What follows belongs to an exercise in optimizing a design on an open flow for small area and a short achievable clock period; a production flow would make more cautious choices. Where RTL was checked, it was by simulation tests only, not by an equivalence proof against the original. Power figures rest on the tool's default switching activity, not on a simulated workload.

==> inputs of run a <==
Design alu_regfile, start of the top module:
module alu_regfile (
    input  logic        clk,
    input  logic        reset,
    input  logic [4:0]  readReg1,
    input  logic [4:0]  readReg2,
    input  logic [4:0]  writeReg,
    input  logic [31:0] writeData,
    input  logic        regWrite,
    output logic [31:0] readData1,
    output logic [31:0] readData2,
    input  logic [31:0] aluA,
    input  logic [31:0] aluB,
    input  logic [2:0]  aluOp,
    input  logic [4:0]  shamt,
    output logic [31:0] aluOut,
    output logic        zeroFlag
);
    logic [31:0] regs [1:31];
    logic [31:0] wdata;
    logic [31:1] wen;
    assign wdata = reset ? 32'd0 : writeData;
    always_comb begin
        for (int i = 1; i < 32; i++)
            wen[i] = reset | (regWrite & (writeReg == 5'(i)));
    end
    always_ff @(posedge clk) begin
        for (int i = 1; i < 32; i++)
            if (wen[i]) regs[i] <= wdata;
    end
    logic [31:0][31:1] col;
    always_comb begin
        for (int b = 0; b < 32; b++)
  ...
clock: 7.5 ns
lec_check: 0
cap_margin: 20
core_margin: 2
core_utilization: 45
setup_slack_margin: 2.2
slew_margin: 20
synth_hierarchical: 1
synth_minimum_keep_size: 0
tns_end_percent: 0
standard.sh (not shown) runs the stock make flow with config.mk's settings and CLKGATE_MAP_FILE= SYNTH_SCRIPT=/design/flow/synth_recipe.tcl, a recipe that flattens the netlist after the stock synthesis.
==> flow/flow/run.sh <==
#!/bin/bash
# Standard ORFS layout built from the standard synthesis, with two
# changes to how the layout is made:
#  - after synthesis every combinational cell is set to its smallest drive
#    strength (flow/downsize.py); the resizer then upsizes what timing needs;
#  - the resizer may swap cells across footprints, ports get plain buffers
#    and the clock tree uses clkbuf_8.
# Each tool's full output goes to a log of its own in this folder; ORFS also
# keeps each step's log under orfs/logs/.
set -o pipefail
ARGS=(MATCH_CELL_FOOTPRINT=0
      BUFFER_PORTS_ARGS="-buffer_cell sky130_fd_sc_hd__buf_2"
      CTS_BUF_LIST="sky130_fd_sc_hd__clkbuf_8")
RES=orfs/results/$FLOW_PLATFORM/alu_regfile/base
bash standard.sh "${ARGS[@]}" synth > synth.log 2>&1 || exit 1
python3 flow/downsize.py "$FLOW_HOME/platforms/sky130hd/lib/sky130_fd_sc_hd__tt_025C_1v80.lib" \
    "$RES/1_2_yosys.v" > downsize.log 2>&1 || exit 1
rm -f "$RES/1_synth.odb" "$RES/1_synth.sdc"
bash standard.sh "${ARGS[@]}" finish > flow.log 2>&1
Other scripts of this flow, unchanged in this note and not shown: flow/flow/downsize.py
==> run b (differences from run a) <==
--- a/flow/design.v
+++ b/flow/design.v
@@ -12,29 +12,28 @@
     input  logic [31:0] aluB,
     input  logic [2:0]  aluOp,
     input  logic [4:0]  shamt,
     output logic [31:0] aluOut,
     output logic        zeroFlag
 );
-    logic [31:0] regs [1:31];
-    logic [31:0] wdata;
-    logic [31:1] wen;
-    assign wdata = reset ? 32'd0 : writeData;
-    always_comb begin
-        for (int i = 1; i < 32; i++)
-            wen[i] = reset | (regWrite & (writeReg == 5'(i)));
-    end
+    logic [31:0] regs_n [1:31];
+    logic [31:0] wdata_n;
+    assign wdata_n = reset ? 32'hFFFF_FFFF : ~writeData;
     always_ff @(posedge clk) begin
-        for (int i = 1; i < 32; i++)
-            if (wen[i]) regs[i] <= wdata;
+        if (reset) begin
+            for (int i = 1; i < 32; i++)
+                regs_n[i] <= wdata_n;
+        end else if (regWrite && (writeReg != 5'd0)) begin
+            regs_n[writeReg] <= wdata_n;
+        end
     end
     logic [31:0][31:1] col;
     always_comb begin
         for (int b = 0; b < 32; b++)
             for (int i = 1; i < 32; i++)
-                col[b][i] = regs[i][b];
+                col[b][i] = regs_n[i][b];
     end
     rd_port u_rd1 (.addr(readReg1), .col(col), .data(readData1));
     rd_port u_rd2 (.addr(readReg2), .col(col), .data(readData2));
     alu u_alu (
         .a(aluA), .b(aluB), .op(aluOp), .sh(shamt),
         .y(aluOut), .zero(zeroFlag)
@@ -42,44 +41,42 @@
 endmodule
 module rd_port (
     input  logic [4:0]  addr,
     input  logic [31:0][31:1] col,
     output logic [31:0] data
 );
-    logic [31:1] sel;
+    logic [31:0] sel;
     rd_dec u_dec (.addr(addr), .sel(sel));
     for (genvar b = 0; b < 32; b++) begin : g_bit
-        rd_bit u_bit (.d(col[b]), .sel(sel), .q(data[b]));
+        rd_bit u_bit (.dn(col[b]), .sel(sel), .q(data[b]));
     end
 endmodule
 module rd_dec (
     input  logic [4:0]  addr,
-    output logic [31:1] sel
+    output logic [31:0] sel
 );
     always_comb
-        for (int i = 1; i < 32; i++)
+        for (int i = 0; i < 32; i++)
             sel[i] = (addr == 5'(i));
 endmodule
 module rd_bit (
-    input  logic [31:1] d,
-    input  logic [31:1] sel,
+    input  logic [31:1] dn,
+    input  logic [31:0] sel,
     output logic        q
 );
-    logic [15:0] n1;    
-    logic [3:0]  p2;
-    logic [1:0]  n3;
-    for (genvar k = 0; k < 15; k++) begin : g_l1
-        c_aoi22 u (.a1(d[2*k+1]), .a2(sel[2*k+1]), .b1(d[2*k+2]), .b2(sel[2*k+2]), .y(n1[k]));
-    end
-    c_nand2 u_l1x (.a(d[31]), .b(sel[31]), .y(n1[15]));
-    for (genvar k = 0; k < 4; k++) begin : g_l2
-        c_nand4 u (.a(n1[4*k]), .b(n1[4*k+1]), .c(n1[4*k+2]), .d(n1[4*k+3]), .y(p2[k]));
-    end
-    c_nor2  u_l3a (.a(p2[0]), .b(p2[1]), .y(n3[0]));
-    c_nor2  u_l3b (.a(p2[2]), .b(p2[3]), .y(n3[1]));
-    c_nand2 u_l4  (.a(n3[0]), .b(n3[1]), .y(q));
+    logic [10:0] n1;    
+    logic [2:0]  p2;
+    for (genvar k = 0; k < 10; k++) begin : g_l1
+        c_a222oi u (.a1(dn[3*k+1]), .a2(sel[3*k+1]), .b1(dn[3*k+2]), .b2(sel[3*k+2]),
+                    .c1(dn[3*k+3]), .c2(sel[3*k+3]), .y(n1[k]));
+    end
+    c_aoi21 u_l1x (.a1(dn[31]), .a2(sel[31]), .b1(sel[0]), .y(n1[10]));
+    c_nand4 u_l2a (.a(n1[0]), .b(n1[1]), .c(n1[2]), .d(n1[3]), .y(p2[0]));
+    c_nand4 u_l2b (.a(n1[4]), .b(n1[5]), .c(n1[6]), .d(n1[7]), .y(p2[1]));
+    c_nand3 u_l2c (.a(n1[8]), .b(n1[9]), .c(n1[10]), .y(p2[2]));
+    c_nor3  u_l3  (.a(p2[0]), .b(p2[1]), .c(p2[2]), .y(q));
 endmodule
 module alu (
     input  logic [31:0] a,
     input  logic [31:0] b,
     input  logic [2:0]  op,
     input  logic [4:0]  sh,
@@ -105,18 +102,19 @@
     end
     logic [31:1] ca, cs;
     logic [31:0] gs0;
     assign gs0 = {gsn[31:1], tsn[0]};    
     ks_carry u_ca (.gn(gn),  .tn(tn),  .c(ca));
     ks_carry u_cs (.gn(gs0), .tn(tsn), .c(cs));
-    logic [31:0] bn, shl, shr;
-    for (genvar i = 0; i < 32; i++) begin : g_bn
-        c_inv u (.a(b[i]), .y(bn[i]));
-    end
-    shift_l u_shl (.xn(bn), .sh(sh), .y(shl));
-    shift_r u_shr (.xn(bn), .sh(sh), .y(shr));
+    logic [31:0] xn, shr_raw, shl, shr;
+    for (genvar i = 0; i < 32; i++) begin : g_rev
+        c_mux2i u (.a0(b[31-i]), .a1(b[i]), .s(op[0]), .y(xn[i]));
+        assign shr[i] = shr_raw[i];
+        assign shl[i] = shr_raw[31-i];
+    end
+    shift_r u_shr (.xn(xn), .sh(sh), .y(shr_raw));
     logic lt, g31, t31;
     c_nor2b  u_lt_g (.a(a[31]), .bn(b[31]), .y(g31));     
     c_nand2b u_lt_t (.an(b[31]), .b(a[31]), .y(t31));     
     c_aoi21  u_lt   (.a1(t31), .a2(cs[31]), .b1(g31), .y(lt));
     for (genvar i = 0; i < 32; i++) begin : g_out
         logic ua, va, us, vs, yan, ysn, xn, ln;
@@ -135,14 +133,15 @@
             c_mux2i u_ys (.a0(vs), .a1(us), .s(cs[i]), .y(ysn));
             c_nand4 u_o (.a(yan), .b(ysn), .c(xn), .d(ln), .y(y[i]));
         end
     end
     logic [31:0] xadd;
     logic z_add, z_sub, z_and, z_or, z_nor, z_shl, z_shr;
-    logic [7:0] zt;
-    logic [1:0] zq;
+    logic [3:0] zt;
+    logic       s_slt_n;
+    assign s_slt_n = (op != 3'd7);
     assign xadd[0] = p[0];
     for (genvar i = 1; i < 32; i++) begin : g_zadd
         c_xnor2 u (.a(p[i]), .b(tn[i-1]), .y(xadd[i]));
     end
     nor32  u_z_add (.x(xadd), .z(z_add));
     nor32  u_z_sub (.x(p),    .z(z_sub));
@@ -153,23 +152,17 @@
     therm32 u_therm (.sh(sh), .t(therm));
     for (genvar i = 0; i < 32; i++) begin : g_msk
         assign therm_r[i] = therm[31-i];
     end
     nor_and32 u_z_shl (.a(b), .b(therm_r), .z(z_shl));
     nor_and32 u_z_shr (.a(b), .b(therm),   .z(z_shr));
-    c_nand2  u_zt0 (.a(s_add), .b(z_add), .y(zt[0]));
-    c_nand2  u_zt1 (.a(s_sub), .b(z_sub), .y(zt[1]));
-    c_nand2  u_zt2 (.a(s_and), .b(z_and), .y(zt[2]));
-    c_nand2  u_zt3 (.a(s_or),  .b(z_or),  .y(zt[3]));
-    c_nand2  u_zt4 (.a(s_shl), .b(z_shl), .y(zt[4]));
-    c_nand2  u_zt5 (.a(s_shr), .b(z_shr), .y(zt[5]));
-    c_nand2  u_zt6 (.a(s_nor), .b(z_nor), .y(zt[6]));
-    c_nand2b u_zt7 (.an(lt), .b(s_slt), .y(zt[7]));        
-    c_nand4  u_zq0 (.a(zt[0]), .b(zt[1]), .c(zt[2]), .d(zt[3]), .y(zq[0]));
-    c_nand4  u_zq1 (.a(zt[4]), .b(zt[5]), .c(zt[6]), .d(zt[7]), .y(zq[1]));
-    c_or2    u_z   (.a(zq[0]), .b(zq[1]), .y(zero));
+    c_aoi22   u_zt0 (.a1(s_add), .a2(z_add), .b1(s_sub), .b2(z_sub), .y(zt[0]));
+    c_aoi22   u_zt1 (.a1(s_and), .a2(z_and), .b1(s_or),  .b2(z_or),  .y(zt[1]));
+    c_aoi22   u_zt2 (.a1(s_shl), .a2(z_shl), .b1(s_shr), .b2(z_shr), .y(zt[2]));
+    c_a2bb2oi u_zt3 (.a1n(lt), .a2n(s_slt_n), .b1(s_nor), .b2(z_nor), .y(zt[3]));
+    c_nand4   u_z   (.a(zt[0]), .b(zt[1]), .c(zt[2]), .d(zt[3]), .y(zero));
 endmodule
 module alu_pre (
     input  logic s_add, s_sub, s_and, s_or, s_nor, s_slt,
     input  logic gn, tn, p,
     output logic ua, va, us, vs, ln
 );
@@ -212,33 +205,12 @@
                 end
             end
         end
     end
     assign c = g[5][30:0];
 endmodule
-module shift_l (
-    input  logic [31:0] xn,
-    input  logic [4:0]  sh,
-    output logic [31:0] y
-);
-    logic [31:0] v [6];
-    assign v[0] = xn;
-    for (genvar k = 0; k < 5; k++) begin : g_lvl
-        localparam int D = 1 << k;
-        for (genvar i = 0; i < 32; i++) begin : g_b
-            if (i >= D) begin : g_m
-                c_mux2i u (.a0(v[k][i]), .a1(v[k][i-D]), .s(sh[k]), .y(v[k+1][i]));
-            end else if (k % 2 == 0) begin : g_f1
-                c_nor2 u (.a(v[k][i]), .b(sh[k]), .y(v[k+1][i]));
-            end else begin : g_f0
-                c_nand2b u (.an(sh[k]), .b(v[k][i]), .y(v[k+1][i]));
-            end
-        end
-    end
-    assign y = v[5];
-endmodule
 module shift_r (
     input  logic [31:0] xn,
     input  logic [4:0]  sh,
     output logic [31:0] y
 );
     logic [31:0] v [6];
@@ -288,15 +260,18 @@
 module c_nand2  (input logic a, b, output logic y);                  assign y = ~(a & b);        endmodule
 module c_nor2   (input logic a, b, output logic y);                  assign y = ~(a | b);        endmodule
 module c_nand2b (input logic an, b, output logic y);                 assign y = ~(~an & b);      endmodule
 module c_nor2b  (input logic a, bn, output logic y);                 assign y = ~(a | ~bn);      endmodule
 module c_xor2   (input logic a, b, output logic y);                  assign y = a ^ b;           endmodule
 module c_xnor2  (input logic a, b, output logic y);                  assign y = ~(a ^ b);        endmodule
-module c_or2    (input logic a, b, output logic y);                  assign y = a | b;           endmodule
 module c_nand3  (input logic a, b, c, output logic y);               assign y = ~(a & b & c);    endmodule
 module c_nor3   (input logic a, b, c, output logic y);               assign y = ~(a | b | c);    endmodule
 module c_nand4  (input logic a, b, c, d, output logic y);            assign y = ~(a & b & c & d); endmodule
 module c_nand5  (input logic a, b, c, d, e, output logic y);         assign y = ~(a & b & c & d & e); endmodule
 module c_aoi21  (input logic a1, a2, b1, output logic y);            assign y = ~((a1 & a2) | b1); endmodule
 module c_oai21  (input logic a1, a2, b1, output logic y);            assign y = ~((a1 | a2) & b1); endmodule
 module c_aoi22  (input logic a1, a2, b1, b2, output logic y);        assign y = ~((a1 & a2) | (b1 & b2)); endmodule
+module c_a222oi (input logic a1, a2, b1, b2, c1, c2, output logic y);
+    assign y = ~((a1 & a2) | (b1 & b2) | (c1 & c2));
+endmodule
+module c_a2bb2oi (input logic a1n, a2n, b1, b2, output logic y);   assign y = ~((~a1n & ~a2n) | (b1 & b2)); endmodule
 module c_mux2i  (input logic a0, a1, s, output logic y);             assign y = ~(s ? a1 : a0);  endmodule
CTS_CLUSTER_DIAMETER = 45   (was unset)
CTS_CLUSTER_SIZE = 14   (was unset)
PLACE_DENSITY = 0.65   (was unset)
SETUP_SLACK_MARGIN = 2.7   (was 2.2)
==> run_results.csv <==
group,metric,value,unit
cells_and_area,area_delta_synth_final,21.10,%
outcome,status,"finished clean",
cts,htree_levels,3,
cells_and_area,layout_commonest_cell,"edfxtp_1",
power,p_switching,3850,µW
route,wl_met3,41020,µm
[end of results for run b]
==> run_results.csv <==
group,metric,value,unit
cts,htree_levels,4,
route,wl_met3,26810,µm
outcome,status,"finished clean",
power,p_switching,3804,µW
cells_and_area,area_delta_synth_final,18.52,%
cells_and_area,layout_commonest_cell,"a22oi_1",
sta,finalCritPeriodShare,73.00,%
[end of results for run a]
Function not checked in run a: the RTL went through the layout flow alone.

## re-timing with driven ports
In the flow no input, the clock included, has a driving cell. The finished layouts below were timed again as built, in two steps. Step 1 (the two cells are an assumption about what drives the block):
set clk [get_ports {clk}]
set_driving_cell -lib_cell sky130_fd_sc_hd__clkbuf_16 $clk
set_driving_cell -lib_cell sky130_fd_sc_hd__buf_2 [delete_from_list [all_inputs] $clk]
Step 2 moves the port delays by t, midway between the first and last clock arrival at a register: inputs arrive t later, outputs are due t later. That takes back most of the time a late clock gives input paths. a / b / c = ideal / step 1 / step 2; a / b = the first two.
run | t, ns | setup WS [ns] | worst hold slack (ns) | latest minus earliest clock arrival (ns) | pins driven straight from the clock port
run a | 0.897 | 2.025 / 1.926 / 1.926 | 1.178 / 1.128 / 2.026 | 0.045 / 0.045 | 1
run b | 0.829 | 2.027 / 1.886 / 1.886 | 1.243 / 1.256 / 2.085 | 0.107 / 0.108 | 1
After both steps setup and hold are still met in every run listed. For run b, which loses most, drivers alone change the setup slack by -0.141 ns; drivers and shift together by -0.141 ns.
